This is an optimization exercise on Yosys and OpenROAD, whose aim is small area and a short achievable clock period, not a production implementation.
RTL that was checked went through simulation tests only; none was proved equivalent to the original.
No activity file was given, so power comes from the tool's default toggle rates.

Design cycle_uart_in, start of the top module:
module cycle_uart_in #(
    parameter int WORD_SIZE = 32,
    parameter int WORD_PART = 8,
    parameter int MEM_SIZE  = 64,
    parameter int CLQ_FREQ  = 1_843_200,
    parameter int BAUD_RATE = 115200
) (
    input  logic                 clock,
    input  logic                 reset,
    input  logic                 sig,
    output logic [WORD_SIZE-1:0] data_out,
    output logic                 valid_out,
    input  logic                 ready_in,
    output logic                 full,
    output logic                 empty,
    output logic                 frame_err,
    output logic                 overflow
);
    localparam int CLKS_PER_BIT = CLQ_FREQ / BAUD_RATE;
    localparam int HALF_BIT     = CLKS_PER_BIT / 2;
    localparam int NUM_PARTS    = WORD_SIZE / WORD_PART;
    localparam int CNT_W        = (CLKS_PER_BIT > 1) ? $clog2(CLKS_PER_BIT) : 1;
    localparam int BIT_W        = (WORD_PART > 1) ? $clog2(WORD_PART) : 1;
    localparam int PART_W       = (NUM_PARTS > 1) ? $clog2(NUM_PARTS) : 1;
    localparam int ADDR_W       = (MEM_SIZE > 1) ? $clog2(MEM_SIZE) : 1;
    localparam logic [CNT_W-1:0]  CNT_LAST   = CNT_W'(CLKS_PER_BIT - 1);
    localparam logic [CNT_W-1:0]  CNT_HALF   = CNT_W'(HALF_BIT - 1);
    localparam logic [BIT_W-1:0]  BIT_LAST   = BIT_W'(WORD_PART - 1);
    localparam logic [PART_W-1:0] PART_LAST  = PART_W'(NUM_PARTS - 1);
    localparam logic [ADDR_W:0]   COUNT_FULL = (ADDR_W + 1)'(MEM_SIZE);
    typedef enum logic [2:0] {
        ST_ARM,
        ST_IDLE,
        ST_START,
        ST_DATA,
        ST_STOP
    } state_t;
    logic                 sig_meta_q, sig_meta_d;
    logic                 sig_s_q, sig_s_d;
    logic                 sig_prev_q, sig_prev_d;
    state_t               state_q, state_d;
    logic [CNT_W-1:0]     cnt_q, cnt_d;
    logic [BIT_W-1:0]     bit_idx_q, bit_idx_d;
    logic [WORD_PART-1:0] shift_q, shift_d;
    logic                 byte_stb_q, byte_stb_d;
    logic                 ferr_q, ferr_d;
    logic [PART_W-1:0]    part_q, part_d;
    logic [WORD_SIZE-1:0] word_q, word_d;
    logic                 push_q, push_d;
    localparam int RING_N = MEM_SIZE - 1;
    logic [WORD_SIZE-1:0] ring_q [RING_N];
    logic [RING_N-1:0]    sel_q, sel_d;
    logic [ADDR_W-1:0]    wpos_q, wpos_d;    
  ...
export LEC_CHECK = 0
export CAP_MARGIN = 20
export CORE_MARGIN = 2
export CORE_UTILIZATION = 60
export CTS_CLUSTER_DIAMETER = 80
export CTS_CLUSTER_SIZE = 30
export GPL_TIMING_DRIVEN = 0
export SETUP_SLACK_MARGIN = 2.0
export SLEW_MARGIN = 20
create_clock -name core_clock -period 4.0 [get_ports {clock}]
run.sh (not shown) runs the stock make flow with config.mk's settings and CLKGATE_MAP_FILE= SYNTH_SCRIPT=/design/flow/synth_recipe.tcl, a recipe that flattens the netlist after the stock synthesis.
Edit:
Settings changed: GPL_TIMING_DRIVEN 0 to unset.
The new run completed with no timing, DRC or antenna violations.
Utilization came out lower by 6.5 points.
Synthesized cell count stays the same.
Count of clock-buffer cells in the layout goes up by 2.
Cell area shrinks by a little under a tenth.
Edit:
Settings changed: CORE_UTILIZATION 60 to 65.
Effect: The new run passed the timing, DRC and antenna checks; via count barely changes; worst setup slack improved by 0.0075 ns; die area goes down by 7.6%; clock-buffer cell count went down by 2; synthesized area is unchanged; final cell count fell by about 2.2%; wire length shrinks by about 3.6%; clock power barely changes; hold slack gets worse by 0.0048 ns.
Edit:
Settings changed: CORE_UTILIZATION 65 to 60, CTS_CLUSTER_SIZE 30 to 26.
Effect:
- wire length came out higher by 4.0%
- final cell count increases by 2.4%
- hold slack is about the same
- global-route usage decreases by 1.7 points
- die area went up by 8.2%
- clock-buffer cell count increases by 12
- non-clock buffer count went up by 11
- core utilization drops by 4.4 points
- worst setup slack hardly moves
- power increases by 1.8%

========
cycle_uart_in again, from the RTL that the note above started with.
Design cycle_uart_in, start of the top module:
module cycle_uart_in #(
    parameter int WORD_SIZE = 32,
    parameter int WORD_PART = 8,
    parameter int MEM_SIZE  = 64,
    parameter int CLQ_FREQ  = 1_843_200,
    parameter int BAUD_RATE = 115200
) (
    input  logic                 clock,
    input  logic                 reset,
    input  logic                 sig,
    output logic [WORD_SIZE-1:0] data_out,
    output logic                 valid_out,
    input  logic                 ready_in,
    output logic                 full,
    output logic                 empty,
    output logic                 frame_err,
    output logic                 overflow
);
export LEC_CHECK = 0
export CAP_MARGIN = 20
export CORE_MARGIN = 2
export CORE_UTILIZATION = 60
export CTS_CLUSTER_DIAMETER = 80
export CTS_CLUSTER_SIZE = 26
export SETUP_SLACK_MARGIN = 1.85
export SLEW_MARGIN = 20
create_clock -name core_clock -period 4.0 [get_ports {clock}]
Change:
CORE_UTILIZATION = 65   (was 60)
SETUP_SLACK_MARGIN = 2.0   (was 1.85)
Result: Power goes down by 0.43%. Final cell count goes down by 0.51%. Non-clock buffer count goes up by 67. Via count goes up by 1.5%. Cell area goes up by 1.8%. Clock power stays flat. Routed wire length goes down by 1.3%. First-iteration DRC count goes up by 0.52%.

========
cycle_uart_in, a different RTL version from the one above (not shown whole).
For scale: roughly 41 I/O pins, roughly 60000 um^2 of cells after synthesis.
## cycle_uart_in
module cycle_uart_in #(
    parameter int WORD_SIZE = 32,
    parameter int WORD_PART = 8,
    parameter int MEM_SIZE  = 64,
    parameter int CLQ_FREQ  = 1_843_200,
    parameter int BAUD_RATE = 115200
) (
    input  logic                 clock,
    input  logic                 reset,
    input  logic                 sig,
    output logic [WORD_SIZE-1:0] data_out,
    output logic                 valid_out,
    input  logic                 ready_in,
    output logic                 full,
    output logic                 empty,
    output logic                 frame_err,
    output logic                 overflow
);
    localparam int CLKS_PER_BIT = CLQ_FREQ / BAUD_RATE;
    localparam int HALF_BIT     = CLKS_PER_BIT / 2;
    localparam int NUM_PARTS    = WORD_SIZE / WORD_PART;
    localparam int CNT_W        = (CLKS_PER_BIT > 1) ? $clog2(CLKS_PER_BIT) : 1;
    localparam int BIT_W        = (WORD_PART > 1) ? $clog2(WORD_PART) : 1;
    localparam int PART_W       = (NUM_PARTS > 1) ? $clog2(NUM_PARTS) : 1;
    localparam int ADDR_W       = (MEM_SIZE > 1) ? $clog2(MEM_SIZE) : 1;
    localparam logic [CNT_W-1:0]  CNT_LAST   = CNT_W'(CLKS_PER_BIT - 1);
    localparam logic [CNT_W-1:0]  CNT_HALF   = CNT_W'(HALF_BIT - 1);
    localparam logic [BIT_W-1:0]  BIT_LAST   = BIT_W'(WORD_PART - 1);
    localparam logic [PART_W-1:0] PART_LAST  = PART_W'(NUM_PARTS - 1);
    localparam logic [ADDR_W:0]   COUNT_FULL = (ADDR_W + 1)'(MEM_SIZE);
    typedef enum logic [2:0] {
        ST_ARM,
        ST_IDLE,
        ST_START,
        ST_DATA,
        ST_STOP
    } state_t;
    logic                 sig_meta_q, sig_meta_d;
    logic                 sig_s_q, sig_s_d;
    logic                 sig_prev_q, sig_prev_d;
    state_t               state_q, state_d;
    logic [CNT_W-1:0]     cnt_q, cnt_d;
    logic [BIT_W-1:0]     bit_idx_q, bit_idx_d;
    logic [WORD_PART-1:0] shift_q, shift_d;
    logic                 byte_stb_q, byte_stb_d;
    logic                 ferr_q, ferr_d;
    logic [PART_W-1:0]    part_q, part_d;
    logic [WORD_SIZE-1:0] word_q, word_d;
    logic                 push_q, push_d;
  ...
make LEC_CHECK=0 CAP_MARGIN=20 CORE_MARGIN=2 CORE_UTILIZATION=60 CTS_BUF_LIST='sky130_fd_sc_hd__clkbuf_4 sky130_fd_sc_hd__clkbuf_8' CTS_CLUSTER_SIZE=20 SETUP_SLACK_MARGIN=1.8 SLEW_MARGIN=20 finish   # period 4.0 ns
Edit:
- CTS_BUF_LIST: sky130_fd_sc_hd__clkbuf_4 sky130_fd_sc_hd__clkbuf_8 -> default
- CTS_CLUSTER_SIZE: 20 -> default
- SETUP_SLACK_MARGIN: 1.8 -> default
The new run produced a clean layout.
Flip-flop and latch count is unchanged.
Sequential power is about the same.
Synthesized cell count stays the same.
Design area fell by a little under a tenth.
No functional check of the RTL was part of any run of this note.

========
Setup of build 32:
cycle_uart_in with an RTL version that a note above also has.
For scale: roughly 4100 cells after synthesis, roughly 41 I/O pins.
export LEC_CHECK = 0
export CAP_MARGIN = 20
export CORE_MARGIN = 2
export CORE_UTILIZATION = 60
export CTS_CLUSTER_DIAMETER = 80
export CTS_CLUSTER_SIZE = 26
export SETUP_SLACK_MARGIN = 2.0
export SLEW_MARGIN = 20
export TNS_END_PERCENT = 30
create_clock -name core_clock -period 4.0 [get_ports {clock}]
> inputs changed (build 32 -> build 59)
- TNS_END_PERCENT changed from 30 to 0
## What came out
- Per the comparison of build 59 with build 32, total power after layout barely changed; global-route wire length before repair fell about 2%.
- Per the comparison of build 59 with build 32, met2 layer usage reported by global route saw little to no change, routed via count shows a reduction of 669, share of the final layout cell area in sequential cells went up.
- The global routing met3 resource utilization of build 59 falls short of that of build 32 by 0.24 points.
- Build 59: all stages complete, timing, DRC and antenna checks passed
- Against build 32 as the reference, build 59 delivers a lower first-iteration DRC count.
diff inputs: build 59 => build 19
- SLEW_MARGIN now 0, was 20
- TNS_END_PERCENT no longer set, was 0
- CAP_MARGIN now 0, was 20
Results
Changes observed in build 19 relative to build 59: area growth from synthesis to final layout climbed 2.5 points; power barely changed; clock tree buffer count of the final layout climbed 2; met1 global-route usage climbed 1.9 points; total routing usage reported by global routing climbed 1.3 points. The higher routed wire length came out of build 19. Across both runs, relative contribution of sequential cells to total power was lower for build 19 than for build 59. Row worst setup slack: build 19 higher / build 59 lower. Ratio of total power to cell area: build 59 and build 19 compared, lower one is build 19. Build 19 gives more count of cell instances traversed by the critical path than build 59 did. Build 19 reports its timing startpoint of the critical path as sel_q[51] while build 59 reports sel_q[37].

========
Setup of run A:
The RTL this note starts from:
==> flow/design.v <==
`default_nettype none
module cycle_uart_in #(
    parameter int WORD_SIZE = 32,
    parameter int WORD_PART = 8,
    parameter int MEM_SIZE  = 64,
    parameter int CLQ_FREQ  = 1_843_200,
    parameter int BAUD_RATE = 115200
) (
    input  logic                 clock,
    input  logic                 reset,
    input  logic                 sig,
    output logic [WORD_SIZE-1:0] data_out,
    output logic                 valid_out,
    input  logic                 ready_in,
    output logic                 full,
    output logic                 empty,
    output logic                 frame_err,
    output logic                 overflow
);
    localparam int CLKS_PER_BIT = CLQ_FREQ / BAUD_RATE;
    localparam int HALF_BIT     = CLKS_PER_BIT / 2;
    localparam int NUM_PARTS    = WORD_SIZE / WORD_PART;
    localparam int CNT_W        = (CLKS_PER_BIT > 1) ? $clog2(CLKS_PER_BIT) : 1;
    localparam int BIT_W        = (WORD_PART > 1) ? $clog2(WORD_PART) : 1;
    localparam int PART_W       = (NUM_PARTS > 1) ? $clog2(NUM_PARTS) : 1;
    localparam int ADDR_W       = (MEM_SIZE > 1) ? $clog2(MEM_SIZE) : 1;
    localparam logic [CNT_W-1:0]  CNT_LAST   = CNT_W'(CLKS_PER_BIT - 1);
    localparam logic [CNT_W-1:0]  CNT_HALF   = CNT_W'(HALF_BIT - 1);
    localparam logic [BIT_W-1:0]  BIT_LAST   = BIT_W'(WORD_PART - 1);
    localparam logic [PART_W-1:0] PART_LAST  = PART_W'(NUM_PARTS - 1);
    localparam logic [ADDR_W:0]   COUNT_FULL = (ADDR_W + 1)'(MEM_SIZE);
    typedef enum logic [2:0] {
        ST_ARM,
        ST_IDLE,
        ST_START,
        ST_DATA,
        ST_STOP
    } state_t;
    logic                 sig_meta_q, sig_meta_d;
    logic                 sig_s_q, sig_s_d;
    logic                 sig_prev_q, sig_prev_d;
    state_t               state_q, state_d;
    logic [CNT_W-1:0]     cnt_q, cnt_d;
    logic [BIT_W-1:0]     bit_idx_q, bit_idx_d;
    logic [WORD_PART-1:0] shift_q, shift_d;
    logic                 byte_stb_q, byte_stb_d;
    logic                 ferr_q, ferr_d;
    logic [PART_W-1:0]    part_q, part_d;
    logic [WORD_SIZE-1:0] word_q, word_d;
    logic                 push_q, push_d;
    localparam int RING_N = MEM_SIZE - 1;
    logic [WORD_SIZE-1:0] ring_q [RING_N];
    logic [RING_N-1:0]    sel_q, sel_d;
    logic [ADDR_W-1:0]    wpos_q, wpos_d;    
    logic                 pend_q, pend_d;    
    logic [ADDR_W:0]      count_q, count_d;
    logic                 full_q, full_d;
    logic                 empty_q, empty_d;
    logic                 full_o, empty_o, valid_o;
    logic                 ovf_q, ovf_d;
    logic [WORD_SIZE-1:0] data_q, out_q;
    logic                 sel_ring, sel_word, sel_hold;
    logic                 do_pop;
    logic                 do_push;
    logic                 ring_wr;
    logic                 next_is_word;
    logic [WORD_SIZE-1:0] ring_next;
    always_comb begin
        sig_meta_d = sig;
        sig_s_d    = sig_meta_q;
        sig_prev_d = sig_s_q;
    end
    always_comb begin
        state_d    = state_q;
        cnt_d      = cnt_q;
        bit_idx_d  = bit_idx_q;
        shift_d    = shift_q;
        byte_stb_d = 1'b0;
        ferr_d     = 1'b0;
        case (state_q)
            ST_ARM: begin
                if (!sig_s_q) begin
                    cnt_d = '0;
                end else if (cnt_q == CNT_LAST) begin
                    cnt_d   = '0;
                    state_d = ST_IDLE;
                end else begin
                    cnt_d = cnt_q + 1'b1;
                end
            end
            ST_IDLE: begin
                if (sig_prev_q && !sig_s_q) begin
                    cnt_d   = '0;
                    state_d = ST_START;
                end
            end
            ST_START: begin
                if (cnt_q == CNT_HALF) begin
                    cnt_d     = '0;
                    bit_idx_d = '0;
                    state_d   = sig_s_q ? ST_IDLE : ST_DATA;
                end else begin
                    cnt_d = cnt_q + 1'b1;
                end
            end
            ST_DATA: begin
                if (cnt_q == CNT_LAST) begin
                    cnt_d   = '0;
                    shift_d = WORD_PART'({sig_s_q, shift_q} >> 1);
                    if (bit_idx_q == BIT_LAST) begin
                        state_d = ST_STOP;
                    end else begin
                        bit_idx_d = bit_idx_q + 1'b1;
                    end
                end else begin
                    cnt_d = cnt_q + 1'b1;
                end
            end
            ST_STOP: begin
                if (cnt_q == CNT_LAST) begin
                    cnt_d = '0;
                    if (sig_s_q) begin
                        byte_stb_d = 1'b1;
                        state_d    = ST_IDLE;
                    end else begin
                        ferr_d  = 1'b1;
                        state_d = ST_ARM;
                    end
                end else begin
                    cnt_d = cnt_q + 1'b1;
                end
            end
            default: begin
                cnt_d   = '0;
                state_d = ST_ARM;
            end
        endcase
    end
    always_comb begin
        word_d = word_q;
        part_d = part_q;
        push_d = 1'b0;
        if (ferr_q) begin
            part_d = '0;
        end else if (byte_stb_q) begin
            word_d = (word_q << WORD_PART) | WORD_SIZE'(shift_q);
            if (part_q == PART_LAST) begin
                part_d = '0;
                push_d = 1'b1;
            end else begin
                part_d = part_q + 1'b1;
            end
        end
    end
    always_comb begin
        do_pop  = !empty_q && ready_in;
        do_push = push_q && (!full_q || do_pop);
        ovf_d   = ovf_q | (push_q && !do_push);
        case ({do_push, do_pop})
            2'b10:   count_d = count_q + 1'b1;
            2'b01:   count_d = count_q - 1'b1;
            default: count_d = count_q;
        endcase
        if (do_push) begin
            full_d  = do_pop ? full_q : (count_q == COUNT_FULL - 1'b1);
            empty_d = do_pop ? empty_q : 1'b0;
        end else begin
            full_d  = do_pop ? 1'b0 : full_q;
            empty_d = do_pop ? (count_q == (ADDR_W + 1)'(1)) : empty_q;
        end
        sel_d = do_pop ? sel_q : {sel_q[0], sel_q[RING_N-1:1]};
        if (do_push) begin
            wpos_d = wpos_q;
        end else if (wpos_q == '0) begin
            wpos_d = ADDR_W'(RING_N - 1);
        end else begin
            wpos_d = wpos_q - 1'b1;
        end
        ring_wr = pend_q && (wpos_q == ADDR_W'(1));
        pend_d  = (pend_q && !ring_wr) || do_push;
        next_is_word = (count_q == (ADDR_W + 1)'(1)) || (pend_q && count_q == (ADDR_W + 1)'(2));
        ring_next = '0;
        for (int p = 0; p < RING_N; p++) begin
            ring_next = ring_next | (ring_q[p] & {WORD_SIZE{sel_q[p]}});
        end
        sel_ring = do_pop && !next_is_word;
        sel_word = do_pop ? next_is_word : empty_q;
        sel_hold = !do_pop && !empty_q;
    end
    always_ff @(posedge clock) begin
        for (int j = 0; j < RING_N - 1; j++) begin
            ring_q[j] <= ring_q[j+1];
        end
        ring_q[RING_N-1] <= ring_wr ? word_q : ring_q[0];
    end
    always_ff @(posedge clock) begin
        shift_q   <= shift_d;
        bit_idx_q <= bit_idx_d;
        word_q    <= word_d;
        out_q     <= ({WORD_SIZE{sel_ring}} & ring_next) | ({WORD_SIZE{sel_word}} & word_q) |
                     ({WORD_SIZE{sel_hold}} & data_q);
        data_q    <= ({WORD_SIZE{sel_ring}} & ring_next) | ({WORD_SIZE{sel_word}} & word_q) |
                     ({WORD_SIZE{sel_hold}} & out_q);
    end
    always_ff @(posedge clock) begin
        if (reset) begin
            sig_meta_q <= 1'b1;
            sig_s_q    <= 1'b1;
            sig_prev_q <= 1'b1;
            state_q    <= ST_ARM;
            cnt_q      <= '0;
            byte_stb_q <= 1'b0;
            ferr_q     <= 1'b0;
            part_q     <= '0;
            push_q     <= 1'b0;
            pend_q     <= 1'b0;
            sel_q      <= RING_N'(1);
            wpos_q     <= ADDR_W'(RING_N - 1);
            count_q    <= '0;
            full_q     <= 1'b0;
            empty_q    <= 1'b1;
            full_o     <= 1'b0;
            empty_o    <= 1'b1;
            valid_o    <= 1'b0;
            ovf_q      <= 1'b0;
        end else begin
            sig_meta_q <= sig_meta_d;
            sig_s_q    <= sig_s_d;
            sig_prev_q <= sig_prev_d;
            state_q    <= state_d;
            cnt_q      <= cnt_d;
            byte_stb_q <= byte_stb_d;
            ferr_q     <= ferr_d;
            part_q     <= part_d;
            push_q     <= push_d;
            pend_q     <= pend_d;
            sel_q      <= sel_d;
            wpos_q     <= wpos_d;
            count_q    <= count_d;
            full_q     <= full_d;
            empty_q    <= empty_d;
            full_o     <= (do_push && !do_pop && count_q == COUNT_FULL - 1'b1) ||
                          (full_q && !(do_pop && !do_push));
            empty_o    <= (do_pop && !do_push && count_q == (ADDR_W + 1)'(1)) ||
                          (empty_q && !do_push);
            valid_o    <= !((do_pop && !do_push && count_q == (ADDR_W + 1)'(1)) ||
                            (empty_q && !do_push));
            ovf_q      <= ovf_d;
        end
    end
    assign data_out  = out_q;
    assign valid_out = valid_o;
    assign full      = full_o;
    assign empty     = empty_o;
    assign frame_err = ferr_q;
    assign overflow  = ovf_q;
endmodule
`default_nettype wire
==> flow/config.mk <==
export PLATFORM = sky130hd
export DESIGN_NAME = cycle_uart_in
export DESIGN_NICKNAME = cycle_uart_in
export VERILOG_FILES = /design/flow/design.v
export SDC_FILE = /design/flow/constraint.sdc
export NUM_CORES = 4
export LEC_CHECK = 0
export CAP_MARGIN = 20
export CORE_MARGIN = 2
export CORE_UTILIZATION = 60
export CTS_BUF_LIST = sky130_fd_sc_hd__clkbuf_8 sky130_fd_sc_hd__clkbuf_16
export CTS_CLUSTER_DIAMETER = 80
export CTS_CLUSTER_SIZE = 26
export SETUP_SLACK_MARGIN = 2.0
export SLEW_MARGIN = 20
==> flow/constraint.sdc <==
create_clock -name core_clock -period 4.0 [get_ports {clock}]
set_input_delay 0.8000 -clock core_clock [delete_from_list [all_inputs] [get_ports {clock}]]
set_output_delay 0.8000 -clock core_clock [all_outputs]
set_load 0.01 [all_outputs]
Run A: all stages complete, timing, DRC and antenna checks passed
Input changes introduced in run B (baseline for comparison: run A):
Settings: a deleted CTS_BUF_LIST that had been sky130_fd_sc_hd__clkbuf_8 sky130_fd_sc_hd__clkbuf_16; a change of CORE_UTILIZATION from 60 to 70.
==> comparison <==
In the metrics for run A and run B, the one carrying the higher minimum clock period is run B. The signal arrival time at the worst endpoint of run B exceeds that of run A by 1.42 ns. Re final worst setup slack: run A and run B aren't equal, and the higher value belongs to run A. Summary of the comparison: wire length of the first global-routing pass is lower in run B, relative to run A. Sequential group share of total power for run B is higher than for run A. Via density per instance in run B is about 6% higher than in run A.
[inputs] run C vs run B
Settings: swapping 70 for 60 in CORE_UTILIZATION; swapping 2.0 for 2.2 in SETUP_SLACK_MARGIN.
Notes after the runs:
Taking run B as the reference, in run C average wire per standard cell moved down; global-route usage moved down.
Share of post-route cells with drive strength above 1 in run C vs run B: up 1.6 points
Between run B and run C, the cell count went up.
Re worst setup margin: run C is 0.0057 ns up on run B.
Summary of run C over run B: number of placed instances with taps included up 196, starting density of the core down 9.9 points.
No functional check of the RTL was part of any run of this note.

[port drivers added, routing unchanged]
The results above use ideal ports. As a check the final layouts listed here were re-extracted and re-timed, cells and wires unchanged.
Step 1, drivers: a clkbuf_16 drives clock and a buf_2 each remaining input, both assumed.
Step 2 moves the port delays by t, midway between the first and last clock arrival at a register: inputs arrive t later, outputs are due t later. That takes back most of the time a late clock gives input paths.
a / b / c = ideal ports / drivers / drivers and shift; a / b = the first two.
run | shift t [ns] | setup WS [ns] | worst setup path after step 2 | latest minus earliest clock arrival (ns) | pins driven straight from the clock port
the first run of note 1 | 0.793 | 1.654 / 1.654 / 1.157 | input to register | 0.058 / 0.058 | 1
the second run of note 1 | 0.784 | 1.938 / 1.871 / 1.330 | input to register | 0.033 / 0.033 | 1
the third run of note 1 | 0.752 | 1.945 / 1.899 / 1.338 | input to register | 0.047 / 0.047 | 1
the fourth run of note 1 | 0.782 | 1.945 / 1.878 / 1.332 | input to register | 0.039 / 0.039 | 1
the first run of note 2 | 0.786 | 1.820 / 1.793 / 1.238 | input to register | 0.026 / 0.026 | 1
the second run of note 2 | 0.772 | 1.941 / 1.879 / 1.345 | input to register | 0.059 / 0.060 | 1
the first run of note 3 | 1.030 | 1.643 / 1.580 / 0.844 | input to register | 0.057 / 0.057 | 1
the second run of note 3 | 0.837 | 0.948 / 0.884 / 0.413 | input to register | 0.025 / 0.025 | 1
build 32 | 0.782 | 1.856 / 1.856 / 1.338 | input to register | 0.034 / 0.035 | 1
build 59 | 0.791 | 1.843 / 1.797 / 1.260 | input to register | 0.032 / 0.032 | 1
build 19 | 0.790 | 1.878 / 1.878 / 1.310 | input to register | 0.039 / 0.039 | 1
run A | 0.800 | 1.904 / 1.827 / 1.230 | input to register | 0.033 / 0.033 | 1
run B | 0.766 | 1.875 / 1.875 / 1.321 | input to register | 0.031 / 0.032 | 1
run C | 0.807 | 1.881 / 1.808 / 1.201 | input to register | 0.040 / 0.040 | 1
After both steps every run listed still meets setup and hold. The setup slack of the first run of note 3, which loses most, moves by -0.063 ns with the drivers and by -0.799 ns with both steps.
